Background: an optimization exercise with open tools, aiming at small area and a short achievable clock period. Do not read the settings as production practice. Function was checked by simulation only, so behaviour that the tests miss may differ from the original. No activity file was given, so power comes from the tool's default toggle rates.

[flow/run.sh]
#!/bin/bash
# synth_recipe.tcl (not shown) runs the flow's synth.tcl, then flattens the netlist and writes it again
# the make line also repeats each setting of config.mk as NAME=value (left out here)
make -C /OpenROAD-flow-scripts/flow DESIGN_CONFIG=/design/flow/config.mk WORK_HOME=/design/flow/orfs CLKGATE_MAP_FILE= SYNTH_SCRIPT=/design/flow/synth_recipe.tcl finish
[flow/config.mk]
export PLATFORM = sky130hd
export DESIGN_NAME = dds_block
export DESIGN_NICKNAME = dds_block
export VERILOG_FILES = /design/flow/design.v
export SDC_FILE = /design/flow/constraint.sdc
export NUM_CORES = 4
export LEC_CHECK = 0
export ABC_AREA = 1
export CAP_MARGIN = 20
export CORE_MARGIN = 2
export CORE_UTILIZATION = 55
export CTS_CLUSTER_DIAMETER = 100
export CTS_CLUSTER_SIZE = 24
export PLACE_DENSITY = 0.7
export SETUP_SLACK_MARGIN = 4.4
export SLEW_MARGIN = 20
[flow/constraint.sdc]
create_clock -name core_clock -period 9.0 [get_ports {clk}]
set_input_delay 1.8000 -clock core_clock [delete_from_list [all_inputs] [get_ports {clk}]]
set_output_delay 1.8000 -clock core_clock [all_outputs]
set_load 0.01 [all_outputs]
[flow/design.v]
package dds_pkg;
    localparam int SAMPLE_W   = 8;
    localparam int PHASE_W    = 32;
    localparam int GAIN_W     = 16;
    localparam int GAIN_RADIX = 8;
    localparam int ROM_DEPTH  = 256;
    localparam int ROM_AW     = $clog2(ROM_DEPTH);
    typedef enum logic [7:0] {
        CTRL        = 8'h00,
        RAW         = 8'h04,
        STEP        = 8'h08,
        FM_RAW      = 8'h0C,
        FM_GAIN     = 8'h10,
        FM_OFFSET   = 8'h14,
        AM_RAW      = 8'h18,
        AM_GAIN     = 8'h1C,
        AM_OFFSET   = 8'h20,
        NOISE_GAIN  = 8'h24,
        ROM_WR      = 8'h28,
        STAT_CTRL   = 8'h2C,
        STAT_LIMIT  = 8'h30,
        STAT_MINMAX = 8'h34,
        STAT_COUNT  = 8'h38
    } reg_addr_e;
    typedef enum logic [1:0] {
        SRC_RAW = 2'd0,
        SRC_INA = 2'd1,
        SRC_INB = 2'd2
    } src_sel_e;
    typedef enum logic [1:0] {
        OUT_RAW = 2'd0,
        OUT_DDS = 2'd1,
        OUT_INA = 2'd2,
        OUT_INB = 2'd3
    } out_sel_e;
    typedef struct packed {
        logic                       enable;
        logic [PHASE_W-1:0]         step;
        logic [1:0]                   fm_sel;
        logic signed [SAMPLE_W-1:0] fm_raw;
        logic signed [GAIN_W-1:0]   fm_gain;
        logic signed [PHASE_W-1:0]  fm_offset;
    } dds_cfg_t;
    typedef struct packed {
        logic [1:0]                   out_sel;
        logic signed [SAMPLE_W-1:0] raw;
        logic [1:0]                   am_sel;
        logic signed [SAMPLE_W-1:0] am_raw;
        logic signed [GAIN_W-1:0]   am_gain;
        logic signed [GAIN_W-1:0]   am_offset;
        logic signed [SAMPLE_W-1:0] noise_gain;
    } mix_cfg_t;
    typedef struct packed {
        logic                valid;
        logic [ROM_AW-1:0]   addr;
        logic [SAMPLE_W-1:0] data;
    } rom_wr_t;
    typedef struct packed {
        logic        clear;
        logic        enable;
        logic [31:0] limit;
    } stat_cfg_t;
    typedef struct packed {
        logic signed [SAMPLE_W-1:0] min;
        logic signed [SAMPLE_W-1:0] max;
        logic [31:0]                count;
    } stat_res_t;
endpackage
`timescale 1ns/1ps
import dds_pkg::*;
module dds_block (
    input  logic                       clk,
    input  logic                       rst_n,
    input  logic                       psel,
    input  logic                       penable,
    input  logic                       pwrite,
    input  logic [31:0]                paddr,
    input  logic [31:0]                pwdata,
    input  logic signed [SAMPLE_W-1:0] ina_data,
    input  logic signed [SAMPLE_W-1:0] inb_data,
    output logic [31:0]                prdata,
    output logic signed [SAMPLE_W-1:0] dds_data_out
);
    logic [7:0]  addr;
    logic        addr_hit;
    logic        wr_en;
    assign addr     = paddr[7:0];
    assign addr_hit = (paddr[31:8] == '0);
    assign wr_en    = psel && penable && pwrite && addr_hit;
    logic [1:0]  out_sel, fm_sel, am_sel;
    logic        enable;
    logic [7:0]  raw, fm_raw, am_raw, noise_gain;
    logic [31:0] step, fm_offset, stat_limit;
    logic [15:0] fm_gain, am_gain, am_offset;
    logic        stat_clear, stat_en;
    always_ff @(posedge clk) begin
        if (!rst_n) begin
            out_sel    <= '0;
            enable     <= 1'b0;
            fm_sel     <= '0;
            am_sel     <= '0;
            raw        <= '0;
            step       <= '0;
            fm_raw     <= '0;
            fm_gain    <= '0;
            fm_offset  <= '0;
            am_raw     <= '0;
            am_gain    <= '0;
            am_offset  <= '0;
            noise_gain <= '0;
            stat_clear <= 1'b0;
            stat_en    <= 1'b0;
            stat_limit <= '0;
        end else begin
            stat_clear <= 1'b0;
            if (wr_en) begin
                case (addr)
                    CTRL: begin
                        out_sel <= pwdata[1:0];
                        enable  <= pwdata[2];
                        fm_sel  <= pwdata[5:4];
                        am_sel  <= pwdata[7:6];
                    end
                    RAW:        raw        <= pwdata[7:0];
                    STEP:       step       <= pwdata;
                    FM_RAW:     fm_raw     <= pwdata[7:0];
                    FM_GAIN:    fm_gain    <= pwdata[15:0];
                    FM_OFFSET:  fm_offset  <= pwdata;
                    AM_RAW:     am_raw     <= pwdata[7:0];
                    AM_GAIN:    am_gain    <= pwdata[15:0];
                    AM_OFFSET:  am_offset  <= pwdata[15:0];
                    NOISE_GAIN: noise_gain <= pwdata[7:0];
                    STAT_CTRL: begin
                        stat_clear <= pwdata[0];
                        stat_en    <= pwdata[1];
                    end
                    STAT_LIMIT: stat_limit <= pwdata;
                    default: ;
                endcase
            end
        end
    end
    function automatic logic [2:0] booth_dig(input logic [7:0] x, input int j);
        logic [8:0] xe;
        logic b2, b1, b0;
        xe = {x, 1'b0};
        b2 = xe[2*j+2];
        b1 = xe[2*j+1];
        b0 = xe[2*j];
        booth_dig = {b2, (b2 & ~b1 & ~b0) | (~b2 & b1 & b0), b1 ^ b0};
    endfunction
    function automatic logic [24:0] booth_row(input logic [2:0] d, input logic [15:0] m);
        logic [16:0] mag;
        mag = d[0] ? {m[15], m} : d[1] ? {m, 1'b0} : 17'd0;
        booth_row = {{8{mag[16] ^ d[2]}}, mag ^ {17{d[2]}}};
    endfunction
    function automatic logic [4:0] b8_dig(input logic [7:0] x, input int j);
        logic [9:0] xe;
        logic b3, b2, b1, b0;
        xe = {x[7], x, 1'b0};
        {b3, b2, b1, b0} = xe[3*j +: 4];
        b8_dig = {b3,
                  (b2 != b3) && (b2 == b1) && (b1 == b0),
                  (b2 != b3) && (b1 != b0),
                  (b2 != b1) && (b1 == b0),
                  (b2 == b3) && (b1 != b0)};
    endfunction
    function automatic logic [4:0] dig_sel(input logic [1:0] sel, input logic [4:0] r,
                                           input logic [4:0] a, input logic [4:0] b);
        case (sel)
            2'd0:    dig_sel = r;
            2'd1:    dig_sel = a;
            2'd2:    dig_sel = b;
            default: dig_sel = 5'd0;
        endcase
    endfunction
    function automatic logic [18:0] b8_urow(input logic [4:0] d, input logic [15:0] m,
                                            input logic [17:0] m3);
        logic [18:0] mag, t;
        mag = ({19{d[0]}} & {{3{m[15]}}, m}) |
              ({19{d[1]}} & {{2{m[15]}}, m, 1'b0}) |
              ({19{d[2]}} & {m3[17], m3}) |
              ({19{d[3]}} & {m[15], m, 2'b0});
        t = mag ^ {19{d[4]}};
        b8_urow = {~t[18], t[17:0]};
    endfunction
    function automatic logic [17:0] b4_urow(input logic [2:0] d, input logic [15:0] m);
        logic [17:0] mag, t;
        mag = d[0] ? {{2{m[15]}}, m} : d[1] ? {m[15], m, 1'b0} : 18'd0;
        t = mag ^ {18{d[2]}};
        b4_urow = {~t[17], t[16:0]};
    endfunction
    logic [17:0] fm_g3;
    logic [4:0]  fd0, fd1, fd2;
    logic [24:0] fr0, fr1, fr2, fr3, fs1, fc1, fs2, fc2;
    always_comb begin
        fm_g3 = {{2{fm_gain[15]}}, fm_gain} + {fm_gain[15], fm_gain, 1'b0};
        fd0 = dig_sel(fm_sel, b8_dig(fm_raw, 0), b8_dig(ina_data, 0), b8_dig(inb_data, 0));
        fd1 = dig_sel(fm_sel, b8_dig(fm_raw, 1), b8_dig(ina_data, 1), b8_dig(inb_data, 1));
        fd2 = dig_sel(fm_sel, b8_dig(fm_raw, 2), b8_dig(ina_data, 2), b8_dig(inb_data, 2));
        fr0 = {6'b0, b8_urow(fd0, fm_gain, fm_g3)};
        fr1 = {3'b0, b8_urow(fd1, fm_gain, fm_g3), 2'b0, fd0[4]};
        fr2 = {b8_urow(fd2, fm_gain, fm_g3), 2'b0, fd1[4], 3'b0};
        fr3 = {2'b0, fm_offset[14:0], 1'b0, fd2[4], 6'b0};
        fs1 = fr0 ^ fr1 ^ fr2;
        fc1 = ((fr0 & fr1) | (fr0 & fr2) | (fr1 & fr2)) << 1;
        fs2 = fs1 ^ fc1 ^ fr3;
        fc2 = ((fs1 & fc1) | (fs1 & fr3) | (fc1 & fr3)) << 1;
    end
    logic [24:0] fm_s, fm_c;
    logic [16:0] fm_hm3;          
    logic        fm_hmax, fm_hmin;
    always_ff @(posedge clk) begin
        fm_s    <= fs2;
        fm_c    <= fc2;
        fm_hm3  <= fm_offset[31:15] - 17'd3;
        fm_hmax <= (fm_offset[31:15] == 17'h0FFFF);
        fm_hmin <= (fm_offset[31:15] == 17'h10000);
    end
    logic        fm_cin8;
    logic [17:0] fm_v;
    logic        fm_ovp, fm_ovn;
    logic [31:0] pa0, pa1, pa2, pa3, pa4;
    logic [31:0] ps1, pc1, ps2, pc2, ps3, pc3;
    logic [31:0] ph_main, ph_sv, ph_sat, ph_next;
    logic [31:0] phase;
    logic [24:0] fm_sum;
    always_comb begin
        fm_sum  = fm_s + fm_c;
        fm_cin8 = fm_s[8] ^ fm_c[8] ^ fm_sum[8];
        fm_v    = {1'b0, fm_sum[24:8]};
        fm_ovp  = fm_hmax && (fm_v >= 18'd107520);
        fm_ovn  = fm_hmin && (fm_v < 18'd74752);
        pa0 = phase;
        pa1 = step;
        pa2 = {fm_hm3, 15'd23552};
        pa3 = {15'b0, fm_s[24:8]};
        pa4 = {15'b0, fm_c[24:8]};
        ps1 = pa0 ^ pa1 ^ pa2;
        pc1 = ((pa0 & pa1) | (pa0 & pa2) | (pa1 & pa2)) << 1;
        ps2 = ps1 ^ pc1 ^ pa3;
        pc2 = ((ps1 & pc1) | (ps1 & pa3) | (pc1 & pa3)) << 1;
        ps3 = ps2 ^ pc2 ^ pa4;
        pc3 = (((ps2 & pc2) | (ps2 & pa4) | (pc2 & pa4)) << 1) | {31'b0, fm_cin8};
        ph_main = ps3 + pc3;
        ph_sv   = fm_hmax ? 32'h7FFF_FFFF : 32'h8000_0000;
        ph_sat  = (phase ^ step ^ ph_sv) +
                  (((phase & step) | (phase & ph_sv) | (step & ph_sv)) << 1);
        if (fm_ovp || fm_ovn) ph_next = ph_sat;
        else             ph_next = ph_main;
    end
    always_ff @(posedge clk) begin
        if (!rst_n || !enable) phase <= '0;
        else                   phase <= ph_next;
    end
    logic [2:0]   tick;
    logic [511:0] pos0, pos1, pos2, pos3;
    always_ff @(posedge clk) tick <= tick + 3'd1;
    logic        new_wr;
    logic [7:0]  wa0, wd0, wa1, wd1;
    logic        wv0, wf0, wv1;
    logic [1:0]  kinj;
    logic [2:0]  tinj;
    logic        inj0, inj1;
    logic [7:0]  bus0, bus1;
    assign new_wr = rst_n && wr_en && (addr == ROM_WR);
    assign kinj   = ~tick[1:0];
    assign tinj   = {1'b0, kinj} + tick + 3'd1;
    assign inj0   = wv0 && (wa0[7:6] == kinj);
    assign inj1   = wv1 && (wa1[7:6] == kinj);
    assign bus0   = wd0 ^ {8{~tinj[2]}};
    assign bus1   = wd1 ^ {8{~tinj[2]}};
    always_ff @(posedge clk) begin
        if (new_wr) begin
            wa0 <= pwdata[15:8];
            wd0 <= pwdata[7:0];
        end
        wv0 <= new_wr || (wv0 && !inj0);
        wf0 <= new_wr;
        if (new_wr && wv0 && !inj0) begin
            wa1 <= wa0;
            wd1 <= wd0;
        end
        wv1 <= (new_wr && wv0 && !inj0) || (wv1 && !inj1);
    end
    logic [511:0] head;
    logic [63:0]  sel0, sel1, keep;
    always_comb begin
        for (int r = 0; r < 64; r++) begin
            sel0[r] = inj0 && (wa0[5:0] == r[5:0]);
            sel1[r] = inj1 && (wa1[5:0] == r[5:0]) && !sel0[r];
            keep[r] = !(sel0[r] || sel1[r]);
            head[8*r +: 8] = ~((pos3[8*r +: 8] & {8{keep[r]}}) |
                               (bus0 & {8{sel0[r]}}) | (bus1 & {8{sel1[r]}}));
        end
    end
    always_ff @(posedge clk) begin
        pos0 <= head;
        pos1 <= pos0;
        pos2 <= pos1;
        pos3 <= pos2;
    end
    function automatic logic [7:0] mux64(input logic [511:0] v, input logic [5:0] s);
        logic [7:0] l1 [16];
        logic [7:0] l2 [4];
        for (int i = 0; i < 16; i++) begin
            case (s[1:0])
                2'd0: l1[i] = v[8*(4*i)   +: 8];
                2'd1: l1[i] = v[8*(4*i+1) +: 8];
                2'd2: l1[i] = v[8*(4*i+2) +: 8];
                default: l1[i] = v[8*(4*i+3) +: 8];
            endcase
        end
        for (int i = 0; i < 4; i++) begin
            case (s[3:2])
                2'd0: l2[i] = l1[4*i];
                2'd1: l2[i] = l1[4*i+1];
                2'd2: l2[i] = l1[4*i+2];
                default: l2[i] = l1[4*i+3];
            endcase
        end
        case (s[5:4])
            2'd0: mux64 = l2[0];
            2'd1: mux64 = l2[1];
            2'd2: mux64 = l2[2];
            default: mux64 = l2[3];
        endcase
    endfunction
    logic [7:0]  ra;
    logic [2:0]  rpos;
    logic [7:0]  rc0, rc1, rc2, rc3, rring;
    logic        hit0, hit1;
    logic signed [7:0] dds_sample;
    assign ra   = phase[31:24];
    assign rpos = {1'b0, ra[7:6]} + tick;
    assign rc0  = mux64(pos0, ra[5:0]);
    assign rc1  = mux64(pos1, ra[5:0]);
    assign rc2  = mux64(pos2, ra[5:0]);
    assign rc3  = mux64(pos3, ra[5:0]);
    always_comb begin
        case (rpos[1:0])
            2'd0: rring = rc0;
            2'd1: rring = rc1;
            2'd2: rring = rc2;
            default: rring = rc3;
        endcase
        rring = rring ^ {8{rpos[2]}};
    end
    assign hit0 = wv0 && !wf0 && (wa0 == ra);
    assign hit1 = wv1 && (wa1 == ra);
    always_ff @(posedge clk) begin
        dds_sample <= hit0 ? wd0 : hit1 ? wd1 : rring;
    end
    logic [7:0] out_src;
    always_comb begin
        case (out_sel)
            OUT_RAW: out_src = raw;
            OUT_DDS: out_src = dds_sample;
            OUT_INA: out_src = ina_data;
            default: out_src = inb_data;
        endcase
    end
    logic [7:0]  lfsr;
    logic [7:0]  stage1_sample, stage1_noise;
    logic [2:0]  nd0, nd1, nd2, nd3;
    logic [15:0] nr0, nr1, nr2, nr3, nr4, ns1, nc1, ns2, nc2, ns3, nc3, nprod;
    always_comb begin
        nd0 = booth_dig(lfsr, 0);
        nd1 = booth_dig(lfsr, 1);
        nd2 = booth_dig(lfsr, 2);
        nd3 = booth_dig(lfsr, 3);
        nr0 = 16'(booth_row(nd0, {{8{noise_gain[7]}}, noise_gain}));
        nr1 = 16'(booth_row(nd1, {{8{noise_gain[7]}}, noise_gain}) << 2);
        nr2 = 16'(booth_row(nd2, {{8{noise_gain[7]}}, noise_gain}) << 4);
        nr3 = 16'(booth_row(nd3, {{8{noise_gain[7]}}, noise_gain}) << 6);
        nr4 = {9'b0, nd3[2], 1'b0, nd2[2], 1'b0, nd1[2], 1'b0, nd0[2]};
        ns1 = nr0 ^ nr1 ^ nr2;
        nc1 = ((nr0 & nr1) | (nr0 & nr2) | (nr1 & nr2)) << 1;
        ns2 = nr3 ^ nr4 ^ ns1;
        nc2 = ((nr3 & nr4) | (nr3 & ns1) | (nr4 & ns1)) << 1;
        ns3 = nc1 ^ ns2 ^ nc2;
        nc3 = ((nc1 & ns2) | (nc1 & nc2) | (ns2 & nc2)) << 1;
        nprod = ns3 + nc3;
    end
    always_ff @(posedge clk) begin
        if (!rst_n) begin
            lfsr          <= '1;
            stage1_sample <= '0;
            stage1_noise  <= '0;
        end else begin
            lfsr          <= {lfsr[6:0], lfsr[7] ^ lfsr[5] ^ lfsr[4] ^ lfsr[3]};
            stage1_sample <= out_src;
            stage1_noise  <= nprod[15:8];
        end
    end
    logic [17:0] am_g3;
    logic [16:0] am_offs;         
    logic [4:0]  ad0, ad1, ad2;
    logic [25:0] ar0, ar1, ar2, ar3, as1, ac1, as2, ac2;
    always_comb begin
        am_g3 = {{2{am_gain[15]}}, am_gain} + {am_gain[15], am_gain, 1'b0};
        am_offs = {am_offset[15], am_offset} + 17'd56320;
        ad0 = dig_sel(am_sel, b8_dig(am_raw, 0), b8_dig(ina_data, 0), b8_dig(inb_data, 0));
        ad1 = dig_sel(am_sel, b8_dig(am_raw, 1), b8_dig(ina_data, 1), b8_dig(inb_data, 1));
        ad2 = dig_sel(am_sel, b8_dig(am_raw, 2), b8_dig(ina_data, 2), b8_dig(inb_data, 2));
        ar0 = {7'b0, b8_urow(ad0, am_gain, am_g3)};
        ar1 = {4'b0, b8_urow(ad1, am_gain, am_g3), 2'b0, ad0[4]};
        ar2 = {1'b0, b8_urow(ad2, am_gain, am_g3), 2'b0, ad1[4], 3'b0};
        ar3 = {1'b0, am_offs, 1'b0, ad2[4], 6'b0};
        as1 = ar0 ^ ar1 ^ ar2;
        ac1 = ((ar0 & ar1) | (ar0 & ar2) | (ar1 & ar2)) << 1;
        as2 = as1 ^ ac1 ^ ar3;
        ac2 = ((as1 & ac1) | (as1 & ar3) | (ac1 & ar3)) << 1;
    end
    logic [25:0] am_s, am_c;
    always_ff @(posedge clk) begin
        am_s <= as2;
        am_c <= ac2;
    end
    logic [24:0] am_sum;
    logic [16:0] am_x;
    logic [15:0] am_factor;
    always_comb begin
        am_sum = am_s[24:0] + am_c[24:0];
        am_x   = am_sum[24:8];
        if (am_x[16] == am_x[15]) am_factor = am_x[15:0];
        else if (am_x[16])        am_factor = 16'h8000;
        else                      am_factor = 16'h7FFF;
    end
    logic [17:0] mu0, mu1, mu2, mu3;
    logic [2:0]  md0, md1, md2, md3;
    logic [24:0] mr0, mr1, mr2, mr3, mr4;
    logic [24:0] ms1, mc1, ms2, mc2, ms3, mc3;
    always_comb begin
        md0  = booth_dig(stage1_sample, 0);
        md1  = booth_dig(stage1_sample, 1);
        md2  = booth_dig(stage1_sample, 2);
        md3  = booth_dig(stage1_sample, 3);
        mu0  = b4_urow(md0, am_factor);
        mu1  = b4_urow(md1, am_factor);
        mu2  = b4_urow(md2, am_factor);
        mu3  = b4_urow(md3, am_factor);
        mr0  = {7'b0, mu0};
        mr1  = {5'b0, mu1, 1'b0, md0[2]};
        mr2  = {3'b0, mu2, 1'b0, md1[2], 2'b0};
        mr3  = {1'b0, mu3, 1'b0, md2[2], 4'b0};
        mr4  = 25'h56_0000 | {9'b0, ~stage1_noise[7], stage1_noise[6:0], 1'b0, md3[2], 6'b0};
        ms1  = mr0 ^ mr1 ^ mr2;
        mc1  = ((mr0 & mr1) | (mr0 & mr2) | (mr1 & mr2)) << 1;
        ms2  = mr3 ^ mr4 ^ ms1;
        mc2  = ((mr3 & mr4) | (mr3 & ms1) | (mr4 & ms1)) << 1;
        ms3  = mc1 ^ ms2 ^ mc2;
        mc3  = ((mc1 & ms2) | (mc1 & mc2) | (ms2 & mc2)) << 1;
    end
    logic [24:0] mod_s, mod_c;
    always_ff @(posedge clk) begin
        mod_s <= ms3;
        mod_c <= mc3;
    end
    function automatic logic top_is(input logic [8:0] a, input logic [8:0] b,
                                    input logic [8:0] k, input logic cin);
        logic [8:0] need;
        need   = {(a[7:0] & b[7:0]) | ((a[7:0] ^ b[7:0]) & ~k[7:0]), cin};
        top_is = &(~(a ^ b ^ k ^ need));
    endfunction
    logic [24:0] mod_sum;
    logic [16:0] mod_lo;
    logic [16:0] mv;
    logic [7:0]  y8;
    logic        in_rng, sat_neg;
    always_comb begin
        mod_sum = mod_s + mod_c;
        mod_lo  = {1'b0, mod_s[15:0]} + {1'b0, mod_c[15:0]};
        mv      = mod_sum[24:8];
        y8      = mv[7:0] ^ 8'h80;
        in_rng  = mod_lo[16] ? top_is(mod_s[24:16], mod_c[24:16], 9'h100, 1'b1)
                             : top_is(mod_s[24:16], mod_c[24:16], 9'h100, 1'b0);
        sat_neg = !mv[16];
        if (in_rng)       dds_data_out = y8;
        else if (sat_neg) dds_data_out = 8'h80;
        else              dds_data_out = 8'h7F;
    end
    logic signed [7:0] st_min, st_max;
    logic [31:0]       st_count;
    logic              take, lt_min, gt_max;
    assign take = stat_en && (st_count < stat_limit);
    always_comb begin
        if (in_rng) begin
            lt_min = $signed(y8) < st_min;
            gt_max = $signed(y8) > st_max;
        end else if (sat_neg) begin
            lt_min = st_min != -8'sd128;
            gt_max = 1'b0;
        end else begin
            lt_min = 1'b0;
            gt_max = st_max != 8'sd127;
        end
    end
    always_ff @(posedge clk) begin
        if (!rst_n) begin
            st_min   <= '0;
            st_max   <= '0;
            st_count <= '0;
        end else if (stat_clear) begin
            st_min   <= 8'sh7F;
            st_max   <= -8'sd128;
            st_count <= '0;
        end else if (take) begin
            st_count <= st_count + 32'd1;
            if (st_count == '0) begin
                st_min <= dds_data_out;
                st_max <= dds_data_out;
            end else begin
                if (lt_min) st_min <= dds_data_out;
                if (gt_max) st_max <= dds_data_out;
            end
        end
    end
    logic [31:0] rd;
    logic        rd_en;
    logic [31:0] rd_q;
    logic        rd_mm, rd_cnt;
    assign rd_en = psel && !pwrite && addr_hit;
    always_comb begin
        rd = '0;
        if (rd_en) begin
            case (addr)
                CTRL:        rd = {24'b0, am_sel, fm_sel, 1'b0, enable, out_sel};
                RAW:         rd = {24'b0, raw};
                STEP:        rd = step;
                FM_RAW:      rd = {24'b0, fm_raw};
                FM_GAIN:     rd = {16'b0, fm_gain};
                FM_OFFSET:   rd = fm_offset;
                AM_RAW:      rd = {24'b0, am_raw};
                AM_GAIN:     rd = {16'b0, am_gain};
                AM_OFFSET:   rd = {16'b0, am_offset};
                NOISE_GAIN:  rd = {24'b0, noise_gain};
                STAT_CTRL:   rd = {30'b0, stat_en, 1'b0};
                STAT_LIMIT:  rd = stat_limit;
                default:     rd = '0;
            endcase
        end
    end
    always_ff @(posedge clk) begin
        rd_q   <= rd;
        rd_mm  <= rd_en && (addr == STAT_MINMAX);
        rd_cnt <= rd_en && (addr == STAT_COUNT);
    end
    assign prdata = rd_q | ({32{rd_mm}} & {16'b0, st_max, st_min}) |
                    ({32{rd_cnt}} & st_count);
endmodule
==> results of run 1 <==
-- routing by layer --
layer  share of wire  vias to the layer above
met3            0.13                     1767
met1            0.36                    47056
met2            0.41                     7220
li1                -                    43880
met4           0.094                       16
met5         0.00023                        -
-- sequential cells by signal, indices dropped and copies added, names as in the netlist, 32 cells and up --
register and count:
st_count 32, pos0 512, rd_q 32, pos3 512, stat_limit 32, phase 32
pos2 512, step 32, pos1 512, fm_offset 32
-- synthesized netlist by cell type (16+ instances only) --
cell	instances	area share
sky130_fd_sc_hd__o22ai_1	625	0.036
sky130_fd_sc_hd__nor2_1	971	0.034
sky130_fd_sc_hd__o21bai_1	30	0.0021
sky130_fd_sc_hd__o2111ai_1	19	0.0015
sky130_fd_sc_hd__buf_1	32	0.0011
sky130_fd_sc_hd__a211oi_1	211	0.015
sky130_fd_sc_hd__nand4_1	313	0.018
sky130_fd_sc_hd__edfxtp_1	32	0.0089
sky130_fd_sc_hd__o21ai_1	57	0.0026
sky130_fd_sc_hd__o221ai_1	23	0.0019
sky130_fd_sc_hd__nor3_1	106	0.0049
sky130_fd_sc_hd__buf_2	239	0.011
sky130_fd_sc_hd__nand2_1	2795	0.097
sky130_fd_sc_hd__inv_2	28	0.00097
sky130_fd_sc_hd__o211ai_1	108	0.0075
sky130_fd_sc_hd__a22oi_1	26	0.0018
sky130_fd_sc_hd__fa_1	197	0.036
sky130_fd_sc_hd__a21oi_1	689	0.032
sky130_fd_sc_hd__xor2_1	265	0.021
sky130_fd_sc_hd__and3_1	16	0.00093
sky130_fd_sc_hd__clkinv_1	31	0.0011
sky130_fd_sc_hd__xnor2_1	82	0.0066
sky130_fd_sc_hd__nor4_1	33	0.0019
sky130_fd_sc_hd__nand3_1	578	0.027
sky130_fd_sc_hd__nand2_2	18	0.0010
sky130_fd_sc_hd__clkbuf_1	364	0.013
sky130_fd_sc_hd__a31oi_1	366	0.021
sky130_fd_sc_hd__ha_1	317	0.037
sky130_fd_sc_hd__o21ai_0	542	0.025
sky130_fd_sc_hd__a221oi_1	56	0.0045
sky130_fd_sc_hd__buf_4	20	0.0014
sky130_fd_sc_hd__a21o_1	22	0.0015
sky130_fd_sc_hd__dfxtp_1	2533	0.47
sky130_fd_sc_hd__nor2_2	25	0.0014
sky130_fd_sc_hd__inv_1	1310	0.045
-- repair_timing --
| item | in CTS | in global routing |
|---|---|---|
| setup buffers | 24 | 33 |
| resized for setup | 135 | 123 |
| setup endpoints to repair | 61 | 99 |
| pin swaps | 24 | 47 |
| cloned | 2 | 0 |
-- where the power goes --
| part | leakage (nW) | internal [mW] | total, mW | switching (mW) |
|---|---|---|---|---|
| clock network | 1.86 | 2.86 | 6.77 | 3.90 |
| registers | 21.0 | 11.4 | 11.4 | 0.0263 |
| logic | 29.2 | 0.274 | 0.651 | 0.376 |
| total | 52.1 | 14.5 | 18.8 | 4.31 |
-- through the flow --
step           utilization  worst slack [ns]  hold slack, ns  area, um2  power, mW
2_1_floorplan            -              4.45           0.326     108000       12.0
3_5_place_dp         0.573              3.33           0.331     112000       12.2
4_1_cts              0.595              4.32           0.338     116000       18.7
3_3_place_gp         0.573              3.38           0.327     112000       12.2
6_report             0.599              4.19           0.333     117000       18.8
5_1_grt              0.599              4.26           0.345     117000       19.3
-- layout make-up --
type / count / area [um2]
flip-flops and latches: 2565 / 51700
repair inverters: 1 / 7.51
inverters: 1370 / 5190
well taps: 2624 / 3280
fillers: 17520 / 78200
clock buffers: 145 / 3410
diodes: 11 / 27.5
repair buffers: 356 / 3220
multi-input cells: 8598 / 49700
clock inverters: 26 / 378
-- cell usage in the layout (no fill, tap or decap), types with 26 or more instances in the layout --
master / count
sky130_fd_sc_hd__a211oi_1: 210
sky130_fd_sc_hd__nand2_1: 2765
sky130_fd_sc_hd__clkdlybuf4s50_1: 116
sky130_fd_sc_hd__o211ai_1: 108
sky130_fd_sc_hd__fa_1: 197
sky130_fd_sc_hd__ha_1: 289
sky130_fd_sc_hd__clkinv_1: 29
sky130_fd_sc_hd__edfxtp_1: 32
sky130_fd_sc_hd__o21bai_1: 30
sky130_fd_sc_hd__nor4_1: 33
sky130_fd_sc_hd__a221oi_1: 53
sky130_fd_sc_hd__nor2_1: 950
sky130_fd_sc_hd__o21ai_1: 64
sky130_fd_sc_hd__nor2_2: 29
sky130_fd_sc_hd__inv_2: 50
sky130_fd_sc_hd__nand2_2: 35
sky130_fd_sc_hd__xor2_1: 246
sky130_fd_sc_hd__a21oi_1: 679
sky130_fd_sc_hd__o21ai_0: 531
sky130_fd_sc_hd__a22oi_1: 26
sky130_fd_sc_hd__nand3_1: 571
sky130_fd_sc_hd__dfxtp_1: 2502
sky130_fd_sc_hd__nor3_1: 98
sky130_fd_sc_hd__nand4_1: 313
sky130_fd_sc_hd__a31oi_1: 365
sky130_fd_sc_hd__o22ai_1: 625
sky130_fd_sc_hd__buf_4: 205
sky130_fd_sc_hd__xnor2_1: 76
sky130_fd_sc_hd__clkbuf_16: 134
sky130_fd_sc_hd__inv_1: 1279
-- worst max-delay path by stage --
stage | cells past startpoint | to | slack (ns) | startpoint
CTS | 12 | dds_data_out[6] | 4.32 | mod_s[8]
finish | 14 | dds_sample[6] | 4.19 | phase[25]
floorplan | 12 | am_s[18] | 4.45 | ina_data[5]
global placement | 15 | am_s[18] | 3.38 | ina_data[2]
global route | 13 | dds_data_out[4] | 4.26 | mod_s[11]
detailed placement | 15 | am_s[18] | 3.33 | ina_data[2]
-- critical path, stage by stage, from the launching register on --
cell,delay [ns]
sky130_fd_sc_hd__dfxtp_4,0.48
sky130_fd_sc_hd__inv_4,0.58
sky130_fd_sc_hd__buf_4,0.58
sky130_fd_sc_hd__buf_4,0.48
sky130_fd_sc_hd__a21oi_1,0.10
sky130_fd_sc_hd__o21ai_0,0.46
sky130_fd_sc_hd__nand4_1,0.48
sky130_fd_sc_hd__o311ai_1,0.34
sky130_fd_sc_hd__nand2_1,0.12
sky130_fd_sc_hd__nor2_1,0.30
sky130_fd_sc_hd__nand2_1,0.12
sky130_fd_sc_hd__nand3_1,0.10
sky130_fd_sc_hd__nand3_1,0.28
sky130_fd_sc_hd__nand2_1,0.17
sky130_fd_sc_hd__nand2_1,0.07
-- cell families (layout without fill, tap and decap cells) --
logic type                 after synthesis  in the layout  synth area share
AOI/OAI and AO/OA                     2837           2837             0.158
xor gates and xnor gates               347            347            0.0281
adders and majority gates              514            514            0.0731
other                                    0             11                 0
buffers and inverters                 2031           1898            0.0744
DFF                                   2565           2565             0.477
and+or+nand+nor                       4899           4900             0.189
==> tab_implementation.tex, run 1 <==
\begin{tabular}{lr}
\hline
Metric & Value \\
\hline
\multicolumn{2}{l}{\textbf{Run status}} \\
\quad Outcome & complete, no violations \\
\multicolumn{2}{l}{\textbf{Yosys}} \\
\quad Top\_reg\_cell synth & sky130\_fd\_sc\_hd\_\_dfxtp\_1 \\
\quad Cell count after synthesis & 13.2k \\
\quad Post-Synthesis Mean Instance Area & 8.20 um2 \\
\quad Yosys warns & 9 \\
\quad Count of distinct cell types in the synthesized netlist & 70 \\
\quad Sequential share of the synthesized area & 0.477 \\
\quad Number of nets produced by synthesis & 13.8k \\
\quad Post-synth ARST share & 0 \\
\quad Combined area of all synthesized cells & 108000 um2 \\
\quad Number of enable-type register cells in the synthesized netlist & 32 \\
\quad Synthesis-stage register bit count & 2565 \\
\multicolumn{2}{l}{\textbf{Floorplan}} \\
\quad Die footprint & 200000 um2 \\
\quad Starting Density & 0.554 \\
\quad Horiz. Die Dim & 448 um \\
\quad Die Height & 448 um \\
\quad Std-Cell Rows & 162 \\
\quad Core area & 195000 um2 \\
\quad Number of I/O pins & 125 \\
\multicolumn{2}{l}{\textbf{GRT}} \\
\quad All-Layer GR Usage & 0.438 \\
\quad GR Util met3 & 0.125 \\
\quad Via count of the first global-routing pass & 93.4k \\
\quad Most heavily used metal layer in global routing & met2 \\
\quad Global-route wire length before repair & 640000 um \\
\quad Leftover overflow at the end of global routing & 0 \\
\quad Largest net degree at the start of global routing & 115 \\
\quad Met1 track demand over resource & 0.543 \\
\quad Number of antenna violations at the first check in global routing & 32 \\
\quad Fraction of met2 tracks used by global routing & 0.643 \\
\multicolumn{2}{l}{\textbf{Detailed routing}} \\
\quad Total iterations of the first detailed-routing run & 30 \\
\quad Number of violations reported at the end of detailed-routing iteration 0 & 15.4k \\
\quad Number of nets still failing antenna checks after routing & 0 \\
\quad DRC Markers & 0 \\
\quad Post-DR vias/cell & 6.37 \\
\quad Count of vias placed by the detailed router & 99.9k \\
\quad Final wirelength & 451000 um \\
\quad Wire length per cell after detailed routing & 28.8 um \\
\multicolumn{2}{l}{\textbf{Timing}} \\
\quad RSZ-0062 raised after global routing & yes \\
\quad Setup clock skew after layout & 0.0481 ns \\
\quad Maximum clock rate & 208 MHz \\
\quad Shortest period the worst path allows & 4.81 ns \\
\quad Worst slew margin & 0.166 \\
\quad Fin Setup TNS & 0 ns \\
\quad Number of hold violations in the final report & 0 \\
\quad Worst-margin pin slew & 1.24 ns \\
\quad Final Max Slew Viols & 0 \\
\quad Period utilization & 0.535 \\
\quad Setup-violating endpoint count in the final report & 0 \\
\multicolumn{2}{l}{\textbf{Placement}} \\
\quad Count of port buffers added during placement & 124 \\
\quad HPWL after DPL & 312000 um \\
\quad Routability cong. & 1.07 \\
\quad Number of cells in the design after placement & 15.5k \\
\multicolumn{2}{l}{\textbf{Clock network}} \\
\quad Clock tree from TritonCTS & yes \\
\quad \# clock sinks & 2565 \\
\quad Clock buffer count from CTS & 130 \\
\quad Buffer depth of the longest clock path & 3 \\
\quad Worst-skew pair later-pin latency & 0.88 ns \\
\quad Cts hold-fix bufs & 0 \\
\quad Register clock-pin slew on the reported worst setup and hold paths & 0.10 ns \\
\quad Root cell of the clock tree & sky130\_fd\_sc\_hd\_\_clkbuf\_16 \\
\quad CTS H-tree depth & 4 \\
\multicolumn{2}{l}{\textbf{Setup path}} \\
\quad Startpoint of the most critical register-to-register path & phase[25] \\
\quad Sort of element at the end of the critical path & register \\
\quad Maximum fanout along the worst path & 29 \\
\quad Flop-to-flop setup slack & 4.19 ns \\
\quad Arrival @ worst endpoint & 5.56 ns \\
\quad Type of the worst setup path & register to register \\
\quad Worst-case reg-to-reg path depth & 14 \\
\quad Kind of start point of the critical path & register \\
\quad Capturing point of the worst reg2reg path & dds\_sample[6] \\
\quad Critical path data required time & 9.75 ns \\
\multicolumn{2}{l}{\textbf{Power and ir drop}} \\
\quad Lkg Pwr & 52.1 nW \\
\quad Maximum vdd ir drop & 209 uV \\
\quad Power per cell area & 161 nW/um2 \\
\multicolumn{2}{l}{\textbf{Hold path}} \\
\quad End of the worst hold path & pos2[202] \\
\quad Path class of the lowest-slack min-delay path & register to register \\
\quad Cell depth of the worst min-delay path & 0 \\
\quad Worst hold start & pos1[202] \\
\multicolumn{2}{l}{\textbf{Final layout}} \\
\quad Final instance count without filler cells & 15.7k \\
\quad Area growth from synthesis to layout & 8.10\% \\
\quad Share of post-route cells with drive strength above 1 & 0.0556 \\
\quad Fin nets & 13.6k \\
\multicolumn{2}{l}{\textbf{Run}} \\
\quad Number of maximum-capacitance constraint violations & 0 \\
\hline
\end{tabular}
==> run 2: changes to the inputs <==
--- a/flow/config.mk
+++ b/flow/config.mk
@@ -14,3 +14,3 @@
 export PLACE_DENSITY = 0.7
-export SETUP_SLACK_MARGIN = 4.4
+export SETUP_SLACK_MARGIN = 4.7
 export SLEW_MARGIN = 20
==> run 2 against run 1 <==
Effect of this change: utilization increased by 0.76 points; sequential share of layout area decreased by 0.52 points; non-clock buffer count increased by 51; via count increased by 0.44%; critical path type is now register to primary output; global-route usage decreased by 1.4 points; largest power group unchanged; still clean on timing, DRC and antenna; final cell count increased by 0.32%; fmax increased by 4.9%; register-to-register slack improved by 0.45 ns.
==> tab_implementation.tex, run 2 <==
\begin{tabular}{lr}
\hline
Metric & Value \\
\hline
\multicolumn{2}{l}{\textbf{Power and ir drop}} \\
\quad Maximum vdd ir drop & 231 uV \\
\quad Final total power & 18.8 mW \\
\quad Power per cell area & 159 nW/um2 \\
\quad Lkg Pwr & 52.6 nW \\
\multicolumn{2}{l}{\textbf{Final layout}} \\
\quad Most frequent cells in the layout & 2737 x sky130\_fd\_sc\_hd\_\_nand2\_1, 2478 x sky130\_fd\_sc\_hd\_\_dfxtp\_1, 1267 x sky130\_fd\_sc\_hd\_\_inv\_1 \\
\quad Cell area after layout & 118000 um2 \\
\quad Multi-input gate area & 50600 um2 \\
\quad Area growth from synthesis to layout & 9.47\% \\
\quad Share of post-route cells with drive strength above 1 & 0.0709 \\
\quad Final Core Density & 0.607 \\
\quad Fin nets & 13.7k \\
\quad Final instance count without filler cells & 15.7k \\
\quad Number of fillers in the final layout & 17.4k \\
\quad Most common cell after layout, fill and taps aside & sky130\_fd\_sc\_hd\_\_nand2\_1 \\
\quad Sequential standard cell area & 51800 um2 \\
\multicolumn{2}{l}{\textbf{Timing}} \\
\quad RSZ-0062 raised after global routing & yes \\
\quad Final Max Slew Viols & 0 \\
\quad Fin Setup TNS & 0 ns \\
\quad Setup-violating endpoint count in the final report & 0 \\
\quad Period utilization & 0.510 \\
\quad Shortest period the worst path allows & 4.59 ns \\
\quad Setup clock skew after layout & 0.0476 ns \\
\quad Maximum clock rate & 218 MHz \\
\quad Worst slew margin & 0.154 \\
\quad Number of hold violations in the final report & 0 \\
\quad Worst-margin pin slew & 1.26 ns \\
\multicolumn{2}{l}{\textbf{Floorplan}} \\
\quad Starting Density & 0.554 \\
\quad Std-Cell Rows & 162 \\
\quad Die footprint & 200000 um2 \\
\quad Die Height & 448 um \\
\quad Horiz. Die Dim & 448 um \\
\quad Core area & 195000 um2 \\
\quad Number of I/O pins & 125 \\
\multicolumn{2}{l}{\textbf{Yosys}} \\
\quad Combined area of all synthesized cells & 108000 um2 \\
\quad Count of distinct cell types in the synthesized netlist & 70 \\
\quad Cell count after synthesis & 13.2k \\
\quad Number of nets produced by synthesis & 13.8k \\
\quad Sequential share of the synthesized area & 0.477 \\
\quad Share of Yosys cell area claimed by the top area cell type & 0.469 \\
\quad Cell type contributing the most total cell area after synthesis & sky130\_fd\_sc\_hd\_\_dfxtp\_1 \\
\quad Dominant cell by count in the synthesized netlist & sky130\_fd\_sc\_hd\_\_nand2\_1 \\
\quad Biggest area contributors in the synthesized netlist & sky130\_fd\_sc\_hd\_\_dfxtp\_1 47\%, sky130\_fd\_sc\_hd\_\_nand2\_1 9.7\%, sky130\_fd\_sc\_hd\_\_inv\_1 4.5\% \\
\quad Commonest cells in the netlist & 2795 x sky130\_fd\_sc\_hd\_\_nand2\_1, 2533 x sky130\_fd\_sc\_hd\_\_dfxtp\_1, 1310 x sky130\_fd\_sc\_hd\_\_inv\_1, 971 x sky130\_fd\_sc\_hd\_\_nor2\_1, 689 x sky130\_fd\_sc\_hd\_\_a21oi\_1 \\
\quad Number of enable-type register cells in the synthesized netlist & 32 \\
\quad Synthesis-stage register bit count & 2565 \\
\quad Yosys warns & 9 \\
\quad Post-Synthesis Mean Instance Area & 8.20 um2 \\
\quad Top\_reg\_cell synth & sky130\_fd\_sc\_hd\_\_dfxtp\_1 \\
\quad Post-synth ARST share & 0 \\
\multicolumn{2}{l}{\textbf{Setup path}} \\
\quad Critical path cell sequence & ha\_4, nand4\_1, inv\_1, nand4\_1, inv\_1, nand2\_1, nand2\_1, nand2\_1, nand2\_4, buf\_8, nand2\_4, nand2\_2, inv\_4, buf\_6 \\
\quad Kind of start point of the critical path & register \\
\quad Type of the worst setup path & register to primary output \\
\quad Sort of element at the end of the critical path & primary output \\
\quad Largest delay share family, worst path & simple AND/OR/NAND/NOR gates \\
\quad Maximum fanout along the worst path & 8 \\
\quad Critical Path Max Stage Delay & 0.36 ns \\
\quad Worst path buffer plus inverter count & 5 \\
\quad Worst path slowest cell & sky130\_fd\_sc\_hd\_\_dfxtp\_1 \\
\quad Critical path data required time & 7.20 ns \\
\quad Most frequent cell on the critical path & sky130\_fd\_sc\_hd\_\_nand2\_1 \\
\quad Arrival @ worst endpoint & 2.79 ns \\
\multicolumn{2}{l}{\textbf{GRT}} \\
\quad Leftover overflow at the end of global routing & 0 \\
\quad All-Layer GR Usage & 0.423 \\
\quad Number of antenna violations at the first check in global routing & 16 \\
\quad Largest net degree at the start of global routing & 154 \\
\quad Global-route wire length before repair & 626000 um \\
\quad Via count of the first global-routing pass & 94.1k \\
\multicolumn{2}{l}{\textbf{Detailed routing}} \\
\quad Length of routed wiring on met1 & 161000 um \\
\quad Final wirelength & 442000 um \\
\quad Count of vias placed by the detailed router & 100k \\
\quad Sum of met2 wire segment lengths after detailed routing & 188000 um \\
\quad Total iterations of the first detailed-routing run & 10 \\
\quad Number of violations reported at the end of detailed-routing iteration 0 & 14.1k \\
\quad Wire length per cell after detailed routing & 28.1 um \\
\quad Number of nets still failing antenna checks after routing & 0 \\
\quad Post-DR vias/cell & 6.37 \\
\quad Met3 Routed Length & 52900 um \\
\quad Top routing layer in use & met5 \\
\quad DRC Markers & 0 \\
\multicolumn{2}{l}{\textbf{Placement}} \\
\quad Number of cells in the design after placement & 15.4k \\
\quad Count of port buffers added during placement & 124 \\
\quad Area of placed instances & 112000 um2 \\
\quad HPWL after DPL & 302000 um \\
\quad Routability cong. & 1.08 \\
\multicolumn{2}{l}{\textbf{Clock network}} \\
\quad Buffer depth of the longest clock path & 3 \\
\quad CTS H-tree depth & 4 \\
\quad Clock buffer count from CTS & 130 \\
\quad Register clock-pin slew on the reported worst setup and hold paths & 0.10 ns \\
\quad Clock tree from TritonCTS & yes \\
\quad Cts hold-fix bufs & 0 \\
\quad \# clock sinks & 2565 \\
\quad Root cell of the clock tree & sky130\_fd\_sc\_hd\_\_clkbuf\_16 \\
\quad Worst-skew pair later-pin latency & 0.87 ns \\
\multicolumn{2}{l}{\textbf{Hold path}} \\
\quad Path class of the lowest-slack min-delay path & register to register \\
\multicolumn{2}{l}{\textbf{Run}} \\
\quad Number of maximum-capacitance constraint violations & 0 \\
\multicolumn{2}{l}{\textbf{Run status}} \\
\quad Outcome & complete, no violations \\
\hline
\end{tabular}
## run 2: changes by cell type in the layout (fill, tap and decap cells not counted), sizes merged
cell           delta
nand2             +3
diode             +1
buf              +49
bufinv            -1
nor2              -1
clkinvlp          +2
dlygate4sd2       +2
clkdlybuf4s50     -9
dlymetal6s2s      +7
clkbuf            -2
## run 2: final cells by class
| cell class | instances | share of cell area |
|---|---|---|
| antenna | 12 | 0.000253 |
| timing repair inverter | 1 | 0.0000634 |
| clock inverter | 27 | 0.00314 |
| tap | 2624 | 0.0277 |
| sequential | 2565 | 0.437 |
| timing repair buffer | 407 | 0.0321 |
| inverter | 1370 | 0.0441 |
| clock buffer | 141 | 0.0283 |
| multi-input combinational | 8600 | 0.427 |
## run 2: power by group
part           switching (mW)  internal [mW]  total (mW)
combinational           0.436          0.322       0.758
clock                    3.88           2.79        6.67
sequential             0.0249           11.4        11.4
## run 2: timing repair
item	CTS	global route
endpoints found under the setup margin	132	116
gates cloned	2	5
buffers inserted	56	68
gates resized for setup	237	293
pin swaps	52	136
## run 2: final timing paths
path / start / to / slack (ns) / cells after the start
worst max-delay path: mod_s[13] / dds_data_out[7] / 4.41 / 14
worst min-delay path: pos0[47] / pos1[47] / 0.33 / 0
worst max register to register: wa0[7] / pos0[138] / 4.64 / 8
worst min register to register: pos0[47] / pos1[47] / 0.33 / 0
## run 2: through the flow
stage               hold WS (ns)  worst slack, ns
floorplan                  0.326             4.63
global placement           0.327             3.39
finish                     0.333             4.41
detailed placement         0.331             3.36
global route               0.343             4.27
CTS                        0.333             4.43
## run 2: cells by family (layout without fill, tap and decap cells)
group	after synthesis	in the layout	synth area share
xor gates and xnor gates	347	347	0.0281
adders and majority gates	514	514	0.0731
DFF	2565	2565	0.477
and+or+nand+nor	4899	4902	0.189
buffers and inverters	2031	1946	0.0744
AOI/OAI and AO/OA	2837	2837	0.158
other	0	12	0
## run 2: worst reg2reg max path: stages (launching register included)
cell	delay, ns
sky130_fd_sc_hd__edfxtp_1	0.48
sky130_fd_sc_hd__xnor2_1	0.20
sky130_fd_sc_hd__nor2_2	0.25
sky130_fd_sc_hd__nand2_2	0.61
sky130_fd_sc_hd__nor3_1	0.80
sky130_fd_sc_hd__clkinv_1	0.76
sky130_fd_sc_hd__nand2_1	0.85
sky130_fd_sc_hd__o22ai_1	0.17
sky130_fd_sc_hd__a21oi_1	0.19
## run 2: layer usage
metal  vias up  track usage
li1      43978            -
met1     47273        0.522
met2      7217        0.638
met3      1903        0.108
met4        10        0.314
met5         -     0.000733
==> run 3: changes to the inputs <==
--- a/flow/design.v
+++ b/flow/design.v
@@ -226,2 +226,3 @@
     logic [31:0] phase;
+    logic [5:0]  ring_p, ring_n;
     logic [24:0] fm_sum;
@@ -252,4 +253,11 @@
     always_ff @(posedge clk) begin
-        if (!rst_n || !enable) phase <= '0;
-        else                   phase <= ph_next;
+        if (!rst_n || !enable) begin
+            phase  <= '0;
+            ring_p <= '0;
+            ring_n <= '1;
+        end else begin
+            phase  <= ph_next;
+            ring_p <= ph_next[29:24];
+            ring_n <= ~ph_next[29:24];
+        end
     end
@@ -335,6 +343,6 @@
     assign rpos = {1'b0, ra[7:6]} + tick;
-    assign rc0  = mux64(pos0, ra[5:0]);
-    assign rc1  = mux64(pos1, ra[5:0]);
-    assign rc2  = mux64(pos2, ra[5:0]);
-    assign rc3  = mux64(pos3, ra[5:0]);
+    assign rc0  = mux64(pos0, ring_p);
+    assign rc1  = mux64(pos1, ring_p);
+    assign rc2  = mux64(pos2, ~ring_n);
+    assign rc3  = mux64(pos3, ~ring_n);
     always_comb begin
--- a/flow/config.mk
+++ b/flow/config.mk
@@ -14,3 +14,3 @@
 export PLACE_DENSITY = 0.7
-export SETUP_SLACK_MARGIN = 4.7
+export SETUP_SLACK_MARGIN = 4.4
 export SLEW_MARGIN = 20
==> run 3 against run 2 <==
Effect of this change: flip-flop and latch count grew 6; critical path type is now register to register; sequential power barely moved; cell area shrank 1.1%; clock-buffer cell count rose by 2; via count rose by 0.56%; sequential share of layout area up 0.55 points; clock power grew 1%; still clean on timing, DRC and antenna; largest cell class unchanged; register-to-register slack worse by 0.50 ns; synthesized cell count down 2.0%; non-clock buffer count fell by 31; setup slack got worse by 0.28 ns; power up 0.62%.
==> tab_implementation.tex, run 3 <==
\begin{tabular}{lr}
\hline
Metric & Value \\
\hline
\multicolumn{2}{l}{\textbf{Clock network}} \\
\quad Clock tree from TritonCTS & yes \\
\quad Worst-skew pair later-pin latency & 0.89 ns \\
\quad CTS H-tree depth & 4 \\
\quad Register clock-pin slew on the reported worst setup and hold paths & 0.10 ns \\
\quad \# clock sinks & 2571 \\
\quad Buffer depth of the longest clock path & 3 \\
\quad Clock buffer count from CTS & 131 \\
\quad Root cell of the clock tree & sky130\_fd\_sc\_hd\_\_clkbuf\_16 \\
\multicolumn{2}{l}{\textbf{Setup path}} \\
\quad Worst path slowest cell & sky130\_fd\_sc\_hd\_\_o21ai\_0 \\
\quad Sort of element at the end of the critical path & register \\
\quad Worst-case reg-to-reg path depth & 12 \\
\quad Startpoint of the most critical register-to-register path & ring\_n[0] \\
\quad Critical path cell sequence & inv\_4, nand2\_4, buf\_4, o22ai\_1, o22ai\_1, o21ai\_0, o21ai\_0, nand4\_1, nand3\_1, nand3\_1, nand2\_1, nand2\_1 \\
\quad Maximum fanout along the worst path & 33 \\
\quad CP Launch Point & ring\_n[0] \\
\quad Kind of start point of the critical path & register \\
\quad Critical path data required time & 9.77 ns \\
\quad Arrival @ worst endpoint & 5.64 ns \\
\quad Type of the worst setup path & register to register \\
\quad Critical Path Max Stage Delay & 0.94 ns \\
\multicolumn{2}{l}{\textbf{Detailed routing}} \\
\quad Post-DR vias/cell & 6.51 \\
\quad Count of vias placed by the detailed router & 101k \\
\quad Number of nets still failing antenna checks after routing & 0 \\
\quad Final wirelength & 481000 um \\
\quad DRC Markers & 0 \\
\quad Wire length per cell after detailed routing & 31.0 um \\
\quad Total iterations of the first detailed-routing run & 12 \\
\quad Number of violations reported at the end of detailed-routing iteration 0 & 16.3k \\
\multicolumn{2}{l}{\textbf{GRT}} \\
\quad Leftover overflow at the end of global routing & 0 \\
\quad All-Layer GR Usage & 0.466 \\
\quad Via count of the first global-routing pass & 94.1k \\
\quad Largest net degree at the start of global routing & 101 \\
\quad Number of antenna violations at the first check in global routing & 29 \\
\quad Global-route wire length before repair & 670000 um \\
\multicolumn{2}{l}{\textbf{Timing}} \\
\quad Number of hold violations in the final report & 0 \\
\quad Maximum clock rate & 206 MHz \\
\quad Shortest period the worst path allows & 4.86 ns \\
\quad RSZ-0062 raised after global routing & yes \\
\quad Fin Setup TNS & 0 ns \\
\quad Worst-margin pin slew & 1.34 ns \\
\quad Setup clock skew after layout & 0.0605 ns \\
\quad Worst slew margin & 0.103 \\
\quad Setup-violating endpoint count in the final report & 0 \\
\quad Period utilization & 0.540 \\
\quad Final Max Slew Viols & 0 \\
\multicolumn{2}{l}{\textbf{Floorplan}} \\
\quad Core area & 195000 um2 \\
\quad Die Height & 447 um \\
\quad Die footprint & 200000 um2 \\
\quad Std-Cell Rows & 162 \\
\quad Starting Density & 0.553 \\
\quad Number of I/O pins & 125 \\
\quad Horiz. Die Dim & 447 um \\
\multicolumn{2}{l}{\textbf{Power and ir drop}} \\
\quad Lkg Pwr & 52.2 nW \\
\quad Power per cell area & 162 nW/um2 \\
\quad Maximum vdd ir drop & 203 uV \\
\multicolumn{2}{l}{\textbf{Hold path}} \\
\quad Worst hold start & pos2[246] \\
\quad Path class of the lowest-slack min-delay path & register to register \\
\quad Cell depth of the worst min-delay path & 0 \\
\multicolumn{2}{l}{\textbf{Run status}} \\
\quad Outcome & complete, no violations \\
\multicolumn{2}{l}{\textbf{Yosys}} \\
\quad Count of distinct cell types in the synthesized netlist & 79 \\
\quad Combined area of all synthesized cells & 108000 um2 \\
\quad Cell type contributing the most total cell area after synthesis & sky130\_fd\_sc\_hd\_\_dfxtp\_1 \\
\quad Sequential share of the synthesized area & 0.481 \\
\quad Post-Synthesis Mean Instance Area & 8.33 um2 \\
\quad Post-synth ARST share & 0 \\
\quad Yosys warns & 9 \\
\quad Number of nets produced by synthesis & 13.5k \\
\quad Cell count after synthesis & 12.9k \\
\quad Dominant cell by count in the synthesized netlist & sky130\_fd\_sc\_hd\_\_nand2\_1 \\
\quad Synthesis-stage register bit count & 2571 \\
\quad Share of Yosys cell area claimed by the top area cell type & 0.472 \\
\quad Commonest cells in the netlist & 2644 x sky130\_fd\_sc\_hd\_\_nand2\_1, 2539 x sky130\_fd\_sc\_hd\_\_dfxtp\_1, 1281 x sky130\_fd\_sc\_hd\_\_inv\_1, 906 x sky130\_fd\_sc\_hd\_\_nor2\_1, 763 x sky130\_fd\_sc\_hd\_\_a21oi\_1 \\
\quad Number of enable-type register cells in the synthesized netlist & 32 \\
\quad Top\_reg\_cell synth & sky130\_fd\_sc\_hd\_\_dfxtp\_1 \\
\quad Biggest area contributors in the synthesized netlist & sky130\_fd\_sc\_hd\_\_dfxtp\_1 47\%, sky130\_fd\_sc\_hd\_\_nand2\_1 9.2\%, sky130\_fd\_sc\_hd\_\_inv\_1 4.5\% \\
\multicolumn{2}{l}{\textbf{Placement}} \\
\quad Number of cells in the design after placement & 15.2k \\
\quad Routability cong. & 1.10 \\
\quad Area of placed instances & 112000 um2 \\
\quad HPWL after DPL & 332000 um \\
\quad Count of port buffers added during placement & 124 \\
\multicolumn{2}{l}{\textbf{Run}} \\
\quad Number of maximum-capacitance constraint violations & 0 \\
\multicolumn{2}{l}{\textbf{Final layout}} \\
\quad Final instance count without filler cells & 15.5k \\
\quad Most common cell after layout, fill and taps aside & sky130\_fd\_sc\_hd\_\_nand2\_1 \\
\quad Most frequent cells in the layout & 2608 x sky130\_fd\_sc\_hd\_\_nand2\_1, 2504 x sky130\_fd\_sc\_hd\_\_dfxtp\_1, 1264 x sky130\_fd\_sc\_hd\_\_inv\_1 \\
\quad Area growth from synthesis to layout & 8.73\% \\
\quad Fin nets & 13.4k \\
\quad Share of post-route cells with drive strength above 1 & 0.0615 \\
\quad Cell area after layout & 117000 um2 \\
\hline
\end{tabular}
## run 3: cell types whose count changed in the layout (fill, tap and decap cells not counted), sizes merged, moves of 50 or more
cell and change:
nand2 -152, a21oi +73, a31oi -111, nand3 -70, o221ai +52, o21ai -50, nor2 -51
## run 3: area by class of cell
cell class | instances | area [um2]
Timing Repair Buffer | 376 | 3500
Multi-Input combinational cell | 8375 | 49500
Sequential cell | 2571 | 51800
Fill cell | 17376 | 77600
Clock buffer | 143 | 3390
Tap cell | 2624 | 3280
Timing Repair inverter | 2 | 15.0
Inverter | 1364 | 5180
Clock inverter | 27 | 439
Antenna cell | 27 | 67.6
## run 3: worst max-delay path, delay by kind of cell, from the launching register on
kind	cells	cell delay (ns)
compound gates	4	1.45
simple gates	6	1.29
buf+inv	2	1.00
flops	1	0.83
## run 3: worst paths after layout
kind                        end  slack [ns]
hold reg to reg       pos3[246]        0.31
hold / removal        pos3[246]        0.31
setup reg to reg  dds_sample[3]        4.14
setup / recovery  dds_sample[3]        4.14
## run 3: logic make-up (layout without fill, tap and decap cells)
logic type	after synthesis	count (layout)	synth area share
simple gates	4643	4645	0.182
compound gates	2851	2851	0.162
flops	2571	2571	0.481
buf+inv	1989	1912	0.0730
fa+ha+maj	514	514	0.0734
xor+xnor	364	364	0.0297
mux	1	1	0.000104
other cells	0	27	0
## run 3: stage by stage
step           setup slack [ns]  utilization  total power, mW  hold slack, ns
2_1_floorplan              4.43            -             12.0           0.326
4_1_cts                    4.23        0.597             18.8           0.325
5_1_grt                    4.22        0.601             19.4           0.327
3_5_place_dp               3.01        0.573             12.3           0.331
6_report                   4.14        0.602             19.0           0.306
3_3_place_gp               3.16        0.573             12.2           0.327
## run 3: metal layers
metal  part of all wire  vias up  track usage
li1                   -    43312            -
met1               0.36    47762        0.569
met2               0.41     7755        0.680
met3               0.13     2089        0.146
met4              0.098       22        0.366
met5            0.00030        -            0
## run 3: where the power goes
part	switching, mW	internal [mW]
clock	3.97	2.79
sequential	0.0253	11.4
combinational	0.436	0.320
total	4.43	14.5
## run 3: repair_timing
item / in CTS / in global routing
gates resized for setup: 153 / 115
endpoints found under the setup margin: 70 / 65
cloned: 2 / 2
hold buffers: 0 / 0
pin swaps: 26 / 49
setup buffers: 42 / 33
==> run 4: changes to the inputs <==
--- a/flow/config.mk
+++ b/flow/config.mk
@@ -14,3 +14,3 @@
 export PLACE_DENSITY = 0.7
-export SETUP_SLACK_MARGIN = 4.4
+export SETUP_SLACK_MARGIN = 4.7
 export SLEW_MARGIN = 20
==> run 4 against run 3 <==
Effect of this change: still clean; global-route usage is 0.66 points lower; die area unchanged; non-clock buffer count grew 32; critical path depth increased by 1; clock power about the same; clock-buffer cell count is the same; sequential power about the same; flip-flop and latch count did not move; highest routed layer unchanged.
==> tab_implementation.tex, run 4 <==
\begin{tabular}{lr}
\hline
Metric & Value \\
\hline
\multicolumn{2}{l}{\textbf{Final layout}} \\
\quad Number of fillers in the final layout & 17.3k \\
\quad Share of post-route cells with drive strength above 1 & 0.0727 \\
\quad Most common cell after layout, fill and taps aside & sky130\_fd\_sc\_hd\_\_nand2\_1 \\
\quad Final instance count without filler cells & 15.5k \\
\quad Multi-input gate area & 50200 um2 \\
\quad Area growth from synthesis to layout & 9.73\% \\
\multicolumn{2}{l}{\textbf{Setup path}} \\
\quad CP Launch Point & mod\_c[6] \\
\quad Worst path buffer plus inverter count & 1 \\
\quad Capturing point of the worst reg2reg path & dds\_sample[5] \\
\quad Critical path data required time & 7.20 ns \\
\quad Critical path cell sequence & ha\_4, a21oi\_4, nand2\_1, a21oi\_2, nand2\_2, nand2\_4, nand2\_8, nand2\_4, nand2\_4, xor2\_4, nand2\_2, nand2\_2, buf\_6 \\
\quad Sort of element at the end of the critical path & primary output \\
\quad Arrival @ worst endpoint & 2.86 ns \\
\quad Startpoint of the most critical register-to-register path & ring\_n[1] \\
\quad Largest delay share family, worst path & simple AND/OR/NAND/NOR gates \\
\quad Worst path slowest cell & sky130\_fd\_sc\_hd\_\_dfxtp\_2 \\
\quad Maximum fanout along the worst path & 4 \\
\quad Worst-case reg-to-reg path depth & 14 \\
\multicolumn{2}{l}{\textbf{Timing}} \\
\quad Setup-violating endpoint count in the final report & 0 \\
\quad Fin Setup TNS & 0 ns \\
\quad Number of hold violations in the final report & 0 \\
\quad Maximum clock rate & 215 MHz \\
\quad Shortest period the worst path allows & 4.66 ns \\
\quad Period utilization & 0.518 \\
\quad RSZ-0062 raised after global routing & yes \\
\quad Final Max Slew Viols & 0 \\
\multicolumn{2}{l}{\textbf{Hold path}} \\
\quad End of the worst hold path & pos2[245] \\
\quad Worst hold start & pos1[245] \\
\quad Cell depth of the worst min-delay path & 0 \\
\multicolumn{2}{l}{\textbf{Power and ir drop}} \\
\quad Power per cell area & 160 nW/um2 \\
\quad Clock network power share & 0.358 \\
\quad Switching power share of the total & 0.233 \\
\quad Switching power & 4.42 mW \\
\quad Seq pwr share & 0.604 \\
\quad Combinational Power Share & 0.038 \\
\multicolumn{2}{l}{\textbf{Placement}} \\
\quad HPWL after DPL & 323000 um \\
\quad Count of port buffers added during placement & 124 \\
\quad Number of cells in the design after placement & 15.2k \\
\quad Routability cong. & 1.07 \\
\multicolumn{2}{l}{\textbf{Detailed routing}} \\
\quad Post-DR vias/cell & 6.49 \\
\quad Wire length per cell after detailed routing & 30.5 um \\
\quad Count of vias placed by the detailed router & 101k \\
\quad Final wirelength & 474000 um \\
\quad Total iterations of the first detailed-routing run & 13 \\
\multicolumn{2}{l}{\textbf{Yosys}} \\
\quad Yosys warns & 9 \\
\quad Post-synth ARST share & 0 \\
\quad Count of distinct cell types in the synthesized netlist & 79 \\
\quad Number of enable-type register cells in the synthesized netlist & 32 \\
\quad Sequential share of the synthesized area & 0.481 \\
\quad Dominant cell by count in the synthesized netlist & sky130\_fd\_sc\_hd\_\_nand2\_1 \\
\quad Synthesis-stage register bit count & 2571 \\
\quad Biggest area contributors in the synthesized netlist & sky130\_fd\_sc\_hd\_\_dfxtp\_1 47\%, sky130\_fd\_sc\_hd\_\_nand2\_1 9.2\%, sky130\_fd\_sc\_hd\_\_inv\_1 4.5\% \\
\quad Share of Yosys cell area claimed by the top area cell type & 0.472 \\
\quad Combined area of all synthesized cells & 108000 um2 \\
\quad Number of nets produced by synthesis & 13.5k \\
\multicolumn{2}{l}{\textbf{Clock network}} \\
\quad \# clock sinks & 2571 \\
\quad Worst-skew pair later-pin latency & 0.87 ns \\
\quad Register clock-pin slew on the reported worst setup and hold paths & 0.11 ns \\
\quad Buffer depth of the longest clock path & 3 \\
\quad CTS H-tree depth & 4 \\
\multicolumn{2}{l}{\textbf{Floorplan}} \\
\quad Die footprint & 200000 um2 \\
\quad Core area & 195000 um2 \\
\quad Starting Density & 0.553 \\
\quad Number of I/O pins & 125 \\
\quad Std-Cell Rows & 162 \\
\multicolumn{2}{l}{\textbf{Run}} \\
\quad Number of maximum-capacitance constraint violations & 0 \\
\multicolumn{2}{l}{\textbf{GRT}} \\
\quad Global-route wire length before repair & 664000 um \\
\quad Via count of the first global-routing pass & 95.1k \\
\quad All-Layer GR Usage & 0.459 \\
\quad Largest net degree at the start of global routing & 118 \\
\multicolumn{2}{l}{\textbf{Run status}} \\
\quad Outcome & complete, no violations \\
\hline
\end{tabular}
## run 4: cell counts after synthesis
Identical to the previous run, type by type.
## run 4: worst max path at each step
stage | slack, ns | depth (start not counted) | to
3_3_place_gp | 3.44 | 11 | fm_s[6]
4_1_cts | 4.33 | 13 | dds_data_out[6]
6_report | 4.34 | 13 | dds_data_out[6]
5_1_grt | 4.27 | 13 | dds_data_out[6]
3_5_place_dp | 3.45 | 10 | am_s[14]
2_1_floorplan | 4.69 | 11 | fm_s[10]
## run 4: power by group through the flow
| stage | Sequential, mW | Combinational [mW] | Clock [mW] |
|---|---|---|---|
| floorplan | 11.7 | 0.326 | 0 |
| global placement | 11.7 | 0.542 | 0 |
| detailed placement | 11.7 | 0.548 | 0 |
| CTS | 11.4 | 0.646 | 6.74 |
| global route | 11.5 | 0.792 | 7.14 |
| finish | 11.4 | 0.727 | 6.78 |
## run 4: what timing repair did
item / 4_1_cts / 5_1_grt
endpoints found under the setup margin: 143 / 191
hold buffers: 0 / 0
setup buffers: 40 / 64
pin swaps: 46 / 90
gates cloned: 5 / 5
gates resized for setup: 271 / 204
## run 4: layout make-up
type	count	share of cell area
Timing Repair Buffer	408	0.0320
Inverter	1364	0.0443
Tap cell	2624	0.0278
Clock buffer	143	0.0287
Multi-Input combinational cell	8380	0.424
Timing Repair inverter	3	0.000180
Clock inverter	26	0.00371
Antenna cell	18	0.000381
Sequential cell	2571	0.439
## run 4: worst reg2reg max path, cell delays in order (launching register included)
cell	delay, ns
sky130_fd_sc_hd__dfxtp_4	0.48
sky130_fd_sc_hd__buf_4	0.35
sky130_fd_sc_hd__nor2_4	0.54
sky130_fd_sc_hd__buf_6	0.51
sky130_fd_sc_hd__a21oi_1	0.23
sky130_fd_sc_hd__a21oi_1	0.44
sky130_fd_sc_hd__nand2_1	0.10
sky130_fd_sc_hd__a21oi_1	0.49
sky130_fd_sc_hd__o21ai_0	0.42
sky130_fd_sc_hd__nor2_1	0.18
sky130_fd_sc_hd__nand2_1	0.08
sky130_fd_sc_hd__nand3_1	0.10
sky130_fd_sc_hd__nand3_1	0.30
sky130_fd_sc_hd__nand2_1	0.19
sky130_fd_sc_hd__nand2_1	0.08
## run 4: per-layer routing
| metal | share of wire | GRT usage | vias to the layer above |
|---|---|---|---|
| met1 | 0.35 | 0.555 | 47535 |
| met4 | 0.093 | 0.344 | 32 |
| li1 | - | - | 43371 |
| met5 | 0.00091 | 0.00464 | - |
| met3 | 0.13 | 0.151 | 2141 |
| met2 | 0.42 | 0.680 | 7784 |
## run 4: metrics by stage
step	util	worst slack (ns)	power [mW]	instance area (um2)	hold WS, ns
2_1_floorplan	-	4.69	12.0	108000	0.326
3_5_place_dp	0.573	3.45	12.3	112000	0.331
6_report	0.607	4.34	19.0	118000	0.330
3_3_place_gp	0.573	3.44	12.2	112000	0.328
5_1_grt	0.607	4.27	19.4	118000	0.345
4_1_cts	0.599	4.33	18.8	117000	0.336
## run 4: kinds of logic (layout without fill, tap and decap cells)
logic type,count (synthesis),count (layout),share of synthesized area
adder cells (fa/ha/maj),514,514,0.0734
buffers and inverters,1989,1944,0.0730
other,0,18,0
XOR/XNOR,364,364,0.0297
multiplexers,1,1,0.000104
flip-flops,2571,2571,0.481
AND/OR/NAND/NOR,4643,4650,0.182
AO/OA/AOI/OAI,2851,2851,0.162

static timing again, ports no longer ideal:
How much do the figures lean on ideal ports? The routed layouts below were timed once more, with nothing changed but the port constraints.
Step 1, drivers: a clkbuf_16 drives clk and a buf_2 each remaining input, both assumed.
Step 2 times the ports against the registers' clock, not the clock port: input delays grow and output delays shrink by t, the midpoint of the rising clock arrivals with the driver on.
Three values: ideal ports, drivers, drivers and shift; two values: the first two.
run	shift t [ns]	setup slack, ns	hold WS [ns]	worst setup path at the end	worst data-port slew with drivers (ns)
run 1	0.955	4.187 / 4.187 / 3.631	0.333 / 0.333 / 0.333	input to register	0.13
run 2	0.945	4.413 / 4.317 / 3.907	0.333 / 0.333 / 0.333	input to register	0.14
run 3	0.956	4.136 / 4.136 / 3.543	0.306 / 0.306 / 0.306	input to register	0.18
run 4	0.943	4.338 / 4.240 / 3.911	0.330 / 0.330 / 0.330	input to register	0.09
After both steps every run listed still meets setup and hold. The setup slack of run 3, which loses most, moves by 0.000 ns with the drivers and by -0.593 ns with both steps.
